Context: an optimization exercise on an open-source flow, tuned for small area. The choices shown serve that exercise and are no tape-out recipe. Function was checked by simulation only, so behaviour that the tests miss may differ from the original. Power is estimated from default activity; no workload was simulated.

==> flow/design.v <==
package mw_writeback_pkg;
    localparam logic [1:0]  M2SEL_ALU    = 2'b00;
    localparam logic [1:0]  M2SEL_DM     = 2'b01;
    localparam logic [1:0]  M2SEL_PC8    = 2'b10;
    localparam logic [31:0] PC_RESET_VAL = 32'h0000_3000;
    localparam logic [31:0] NOP          = 32'h0;
endpackage
module wb_inc8 (
    input  logic [31:0] i_a,
    output logic [31:0] o_y
);
    logic [28:0] w_t;        
    logic [7:0]  w_g;        
    logic [7:0]  w_gc;       
    logic [28:0] w_c;        
    assign w_t = i_a[31:3];
    always_comb begin
        for (int j = 0; j < 8; j++) begin
            w_g[j] = (j == 7) ? w_t[28] : &w_t[4*j +: 4];
        end
        w_gc[0] = 1'b1;
        w_gc[1] = w_g[0];
        w_gc[2] = &w_g[1:0];
        w_gc[3] = &w_g[2:0];
        w_gc[4] = &w_g[3:0];
        w_gc[5] = (&w_g[3:0]) & w_g[4];
        w_gc[6] = (&w_g[3:0]) & (&w_g[5:4]);
        w_gc[7] = (&w_g[3:0]) & (&w_g[6:4]);
        for (int i = 0; i < 29; i++) begin
            case (i % 4)
                0: w_c[i] = w_gc[i/4];
                1: w_c[i] = w_gc[i/4] & w_t[i-1];
                2: w_c[i] = w_gc[i/4] & (&w_t[i-2 +: 2]);
                default: w_c[i] = w_gc[i/4] & (&w_t[i-3 +: 3]);
            endcase
        end
        o_y[31:3] = w_t ^ w_c;
        o_y[2:0]  = i_a[2:0];
    end
endmodule
module grf_dec (
    input  logic        i_reset,
    input  logic        i_we,
    input  logic [4:0]  i_waddr,
    input  logic [4:0]  i_ra1,
    input  logic [4:0]  i_ra2,
    output logic [31:1] o_wen,
    output logic [31:0] o_sel1,
    output logic [31:0] o_sel2
);
    logic [3:0]  w_wlo, w_r1lo, w_r2lo;
    logic [7:0]  w_whi, w_r1hi, w_r2hi;
    logic [31:1] w_wr;       
    always_comb begin
        for (int j = 0; j < 4; j++) begin
            w_wlo[j]  = i_we && (i_waddr[1:0] == 2'(j));
            w_r1lo[j] = (i_ra1[1:0] == 2'(j));
            w_r2lo[j] = (i_ra2[1:0] == 2'(j));
        end
        for (int i = 0; i < 8; i++) begin
            w_whi[i]  = (i_waddr[4:2] == 3'(i));
            w_r1hi[i] = (i_ra1[4:2] == 3'(i));
            w_r2hi[i] = (i_ra2[4:2] == 3'(i));
        end
        for (int k = 1; k < 32; k++) begin
            w_wr[k]   = w_wlo[k % 4] && w_whi[k / 4];
            o_wen[k]  = i_reset || w_wr[k];
            o_sel1[k] = w_r1lo[k % 4] && w_r1hi[k / 4] && !w_wr[k];
            o_sel2[k] = w_r2lo[k % 4] && w_r2hi[k / 4] && !w_wr[k];
        end
        o_sel1[0] = i_we && (i_ra1 == i_waddr) && (i_ra1 != 5'd0);
        o_sel2[0] = i_we && (i_ra2 == i_waddr) && (i_ra2 != 5'd0);
    end
endmodule
module grf_aoi222 (
    input  logic i_a0, i_b0, i_a1, i_b1, i_a2, i_b2,
    output logic o_y
);
    assign o_y = !((i_a0 & i_b0) | (i_a1 & i_b1) | (i_a2 & i_b2));
endmodule
module grf_aoi22 (
    input  logic i_a0, i_b0, i_a1, i_b1,
    output logic o_y
);
    assign o_y = !((i_a0 & i_b0) | (i_a1 & i_b1));
endmodule
module grf_nand11 (
    input  logic [10:0] i_x,
    output logic        o_y
);
    assign o_y = !(&i_x);
endmodule
module grf_rdport (
    input  logic [1023:0] i_data,    
    input  logic [31:0]   i_sel,     
    output logic [31:0]   o_rd
);
    for (genvar b = 0; b < 32; b++) begin : g_bit
        logic [10:0] w_t;
        for (genvar g = 0; g < 10; g++) begin : g_grp
            grf_aoi222 u_aoi (
                .i_a0(i_data[32*(3*g)   + b]), .i_b0(i_sel[3*g]),
                .i_a1(i_data[32*(3*g+1) + b]), .i_b1(i_sel[3*g+1]),
                .i_a2(i_data[32*(3*g+2) + b]), .i_b2(i_sel[3*g+2]),
                .o_y(w_t[g])
            );
        end
        grf_aoi22 u_aoi (
            .i_a0(i_data[32*30 + b]), .i_b0(i_sel[30]),
            .i_a1(i_data[32*31 + b]), .i_b1(i_sel[31]),
            .o_y(w_t[10])
        );
        grf_nand11 u_or (.i_x(w_t), .o_y(o_rd[b]));
    end
endmodule
module mw_writeback #(
    parameter logic [31:0] PC_RESET = mw_writeback_pkg::PC_RESET_VAL
) (
    input  logic        clk,
    input  logic        reset,
    input  logic [31:0] instr_m,
    input  logic [31:0] pc_m,
    input  logic [31:0] alu_m,
    input  logic [31:0] dmrd_m,
    output logic [31:0] instr_w,
    output logic [31:0] pc_w,
    input  logic [4:0]  w_rfdst,
    input  logic        rfwr,
    input  logic [1:0]  m2sel,
    output logic [31:0] wd_w,
    input  logic [4:0]  ra1,
    input  logic [4:0]  ra2,
    output logic [31:0] rd1,
    output logic [31:0] rd2
);
    logic [31:0] r_instr;
    logic [31:0] r_pc;
    logic [31:0] r_alu;
    logic [31:0] r_dmrd;
    logic        r_rst;
    logic [31:0] r_regs [1:31];    
    logic [31:0] w_wd;
    logic [31:0] w_pc8;
    logic        w_sel_alu, w_sel_dm, w_sel_pc8;
    always_ff @(posedge clk) begin
        r_rst  <= reset;
        r_alu  <= alu_m;
        r_dmrd <= dmrd_m;
        if (reset) begin
            r_instr <= mw_writeback_pkg::NOP;
            r_pc    <= PC_RESET;
        end else begin
            r_instr <= instr_m;
            r_pc    <= pc_m;
        end
    end
    wb_inc8 u_inc8 (.i_a(r_pc), .o_y(w_pc8));
    assign w_sel_alu = (m2sel == mw_writeback_pkg::M2SEL_ALU) && !r_rst;
    assign w_sel_dm  = (m2sel == mw_writeback_pkg::M2SEL_DM)  && !r_rst;
    assign w_sel_pc8 = (m2sel == mw_writeback_pkg::M2SEL_PC8);
    logic [31:0] w_wd_n;
    for (genvar b = 0; b < 32; b++) begin : g_wd
        grf_aoi222 u_wd (
            .i_a0(r_alu[b]),  .i_b0(w_sel_alu),
            .i_a1(r_dmrd[b]), .i_b1(w_sel_dm),
            .i_a2(w_pc8[b]),  .i_b2(w_sel_pc8),
            .o_y(w_wd_n[b])
        );
    end
    assign w_wd = ~w_wd_n;
    assign instr_w = r_instr;
    assign pc_w    = r_pc;
    assign wd_w    = w_wd;
    logic [31:1] w_wen;       
    logic [31:0] w_sel1;      
    logic [31:0] w_sel2;
    logic [31:0] w_wdata_r;   
    logic [1023:0] w_rdata;   
    assign w_wdata_r = w_wd & {32{!reset}};
    grf_dec u_dec (
        .i_reset (reset),
        .i_we    (rfwr),
        .i_waddr (w_rfdst),
        .i_ra1   (ra1),
        .i_ra2   (ra2),
        .o_wen   (w_wen),
        .o_sel1  (w_sel1),
        .o_sel2  (w_sel2)
    );
    always_ff @(posedge clk) begin
        for (int k = 1; k < 32; k++) begin
            if (w_wen[k]) r_regs[k] <= w_wdata_r;
        end
    end
    always_comb begin
        w_rdata[31:0] = w_wd;
        for (int k = 1; k < 32; k++) w_rdata[32*k +: 32] = r_regs[k];
    end
    grf_rdport u_rd1 (.i_data(w_rdata), .i_sel(w_sel1), .o_rd(rd1));
    grf_rdport u_rd2 (.i_data(w_rdata), .i_sel(w_sel2), .o_rd(rd2));
endmodule
==> flow/config.mk <==
export PLATFORM = sky130hd
export DESIGN_NAME = mw_writeback
export DESIGN_NICKNAME = mw_writeback
export VERILOG_FILES = /design/flow/design.v
export SDC_FILE = /design/flow/constraint.sdc
export NUM_CORES = 4
export LEC_CHECK = 0
export CAP_MARGIN = 20
export CELL_PAD_IN_SITES_DETAIL_PLACEMENT = 1
export CELL_PAD_IN_SITES_GLOBAL_PLACEMENT = 1
export CORE_MARGIN = 2
export CORE_UTILIZATION = 40
export PLACE_DENSITY = 0.6
export SETUP_SLACK_MARGIN = 0.2
export SLEW_MARGIN = 20
export SYNTH_HIERARCHICAL = 1
export BUFFER_PORTS_ARGS = -buffer_cell sky130_fd_sc_hd__buf_1
export CTS_ARGS = -sink_clustering_enable -repair_clock_nets -dont_use_dummy_load -buf_list sky130_fd_sc_hd__clkbuf_8 -sink_clustering_size 16 -sink_clustering_max_diameter 60
export FASTROUTE_TCL = /design/flow/flow/fastroute.tcl
==> flow/constraint.sdc <==
create_clock -name core_clock -period 6.5 [get_ports {clk}]
set_input_delay 1.3000 -clock core_clock [delete_from_list [all_inputs] [get_ports {clk}]]
set_output_delay 1.3000 -clock core_clock [all_outputs]
set_load 0.01 [all_outputs]
standard.sh (not shown) runs the stock make flow with config.mk's settings and CLKGATE_MAP_FILE= SYNTH_SCRIPT=/design/flow/synth_recipe.tcl, a recipe that flattens the netlist after the stock synthesis.
==> flow/flow/run.sh <==
#!/bin/bash
set -euo pipefail
HERE=$(pwd)
cp config.mk config.base.mk
cat >> config.mk <<EOT
export BUFFER_PORTS_ARGS = -buffer_cell sky130_fd_sc_hd__buf_1
export CTS_ARGS = -sink_clustering_enable -repair_clock_nets -dont_use_dummy_load -buf_list sky130_fd_sc_hd__clkbuf_8 -sink_clustering_size 16 -sink_clustering_max_diameter 60
export FASTROUTE_TCL = $HERE/flow/fastroute.tcl
EOT
bash standard.sh > standard.log 2>&1
==> flow/flow/fastroute.tcl <==
# Global routing layers: as the platform's fastroute.tcl, but with less of met1
# and met2 offered to the global router, so fewer wires crowd the pin layers.
set_global_routing_layer_adjustment met1 0.45
set_global_routing_layer_adjustment met2 0.3
set_global_routing_layer_adjustment met3 0.2
set_global_routing_layer_adjustment met4 0.2
set_global_routing_layer_adjustment met5 0.2

set_routing_layers -clock $::env(MIN_CLK_ROUTING_LAYER)-$::env(MAX_ROUTING_LAYER)
set_routing_layers -signal $::env(MIN_ROUTING_LAYER)-$::env(MAX_ROUTING_LAYER)
Edit:
--- a/flow/design.v
+++ b/flow/design.v
@@ -156,20 +156,13 @@
     end
     wb_inc8 u_inc8 (.i_a(r_pc), .o_y(w_pc8));
     assign w_sel_alu = (m2sel == mw_writeback_pkg::M2SEL_ALU) && !r_rst;
     assign w_sel_dm  = (m2sel == mw_writeback_pkg::M2SEL_DM)  && !r_rst;
     assign w_sel_pc8 = (m2sel == mw_writeback_pkg::M2SEL_PC8);
-    logic [31:0] w_wd_n;
-    for (genvar b = 0; b < 32; b++) begin : g_wd
-        grf_aoi222 u_wd (
-            .i_a0(r_alu[b]),  .i_b0(w_sel_alu),
-            .i_a1(r_dmrd[b]), .i_b1(w_sel_dm),
-            .i_a2(w_pc8[b]),  .i_b2(w_sel_pc8),
-            .o_y(w_wd_n[b])
-        );
-    end
-    assign w_wd = ~w_wd_n;
+    assign w_wd = ({32{w_sel_alu}} & r_alu)
+                | ({32{w_sel_dm}}  & r_dmrd)
+                | ({32{w_sel_pc8}} & w_pc8);
     assign instr_w = r_instr;
     assign pc_w    = r_pc;
     assign wd_w    = w_wd;
     logic [31:1] w_wen;       
     logic [31:0] w_sel1;      
Outcome:
- The changed run completed with no timing, DRC or antenna violations
- die area rises by 0.98%
- wire length shrinks by 0.33%
- total power hardly moves
- core utilization climbs by 0.24 points
- sequential power hardly moves
- global-route usage falls by 0.44 points
- cell area climbs by 1.1%
- synthesized area came out higher by 0.99%
- fmax is higher by 5.4%
- combinational power is about the same

========
== before ==
// mw_writeback: RTL as listed in full above, without the edits since
clock: 6.5 ns
lec_check: 0
cap_margin: 10
cell_pad_in_sites_detail_placement: 1
cell_pad_in_sites_global_placement: 1
core_margin: 2
core_utilization: 40
place_density: 0.6
setup_slack_margin: 0.1
slew_margin: 10
synth_hierarchical: 1
buffer_ports_args: -buffer_cell sky130_fd_sc_hd__buf_1
cts_args: -sink_clustering_enable -repair_clock_nets -dont_use_dummy_load -buf_list sky130_fd_sc_hd__clkbuf_8 -sink_clustering_size 16 -sink_clustering_max_diameter 60
fastroute_tcl: /design/flow/flow/fastroute.tcl
Scripts as last shown in full above: flow/flow/run.sh, flow/flow/fastroute.tcl
Relative to before, the following input files were edited for after:
==> flow/design.v, changed modules only <==
module grf_nand2 (
    input  logic i_a, i_b,
    output logic o_y
);
    assign o_y = !(i_a & i_b);
endmodule
module grf_nand12 (
    input  logic [11:0] i_x,
    output logic        o_y
);
    assign o_y = !(&i_x);
endmodule
module grf_rdport (
    input  logic [1023:0] i_data,    
    input  logic [31:0]   i_sel,     
    output logic [31:0]   o_rd
);
    for (genvar b = 0; b < 32; b++) begin : g_bit
        logic [11:0] w_t;
        for (genvar g = 0; g < 10; g++) begin : g_grp
            grf_aoi222 u_aoi (
                .i_a0(i_data[32*(3*g)   + b]), .i_b0(i_sel[3*g]),
                .i_a1(i_data[32*(3*g+1) + b]), .i_b1(i_sel[3*g+1]),
                .i_a2(i_data[32*(3*g+2) + b]), .i_b2(i_sel[3*g+2]),
                .o_y(w_t[g])
            );
        end
        grf_nand2 u_n30 (.i_a(i_data[32*30 + b]), .i_b(i_sel[30]), .o_y(w_t[10]));
        grf_nand2 u_n31 (.i_a(i_data[32*31 + b]), .i_b(i_sel[31]), .o_y(w_t[11]));
        grf_nand12 u_or (.i_x(w_t), .o_y(o_rd[b]));
    end
endmodule
// module grf_aoi22 removed
// module grf_nand11 removed
Notes after the runs:
Proportion of cell area occupied by registers: after vs before up 0.22 points. A highest layer used for signal routing of met4 is what after shows, while met5 belongs to before. On worst hold slack, after does better than before. Minimum setup slack after placement was lower in the run labelled after. Changes observed in after relative to before: final standard cell utilization of the core about even, number of unique standard cell types used by synthesis fell 2.8%, worst setup slack rose 0.024 ns. before -> after: upper clock frequency limit increased slightly. Compared to before, after has synthesized cell count 64 higher. after gives more number of nets in the layout than before did. When after is set beside before, its instance count on the critical path turns out to be 2 smaller. Multi-input combinational area share for after: 0.44 points down relative to before. On after: global-route wire length before repair is about 0.5% higher than what before gave. Comparing before and after, final critical-path share of the clock period is lower on after.

-- static timing again, ports no longer ideal --
Ports are ideal in the flow. The routed layouts listed here were re-timed in OpenROAD.
Step 1 (the two cells are an assumption about what drives the block):
set clk [get_ports {clk}]
set_driving_cell -lib_cell sky130_fd_sc_hd__clkbuf_16 $clk
set_driving_cell -lib_cell sky130_fd_sc_hd__buf_2 [delete_from_list [all_inputs] $clk]
Step 2 also shifts input and output timing later by t, the mid clock arrival at the registers, as if the neighbouring blocks saw the same clock.
a / b / c = no drivers / after step 1 / after step 2; a / b = the first two.
| run | shift t [ns] | setup slack, ns | worst setup path after step 2 | slew at the worst register clock pin (ns) | cell pins on the clock port's net |
|---|---|---|---|---|---|
| the first run of note 1 | 0.826 | 0.405 / 0.336 / 0.757 | input to output | 0.11 / 0.11 | 1 |
| the second run of note 1 | 0.809 | 0.716 / 0.645 / 0.734 | input to output | 0.11 / 0.11 | 1 |
| before | 0.826 | 0.376 / 0.309 / 0.744 | input to output | 0.11 / 0.11 | 1 |
| after | 0.819 | 0.400 / 0.333 / 0.580 | input to output | 0.10 / 0.10 | 1 |
After both steps every run listed still meets setup and hold.
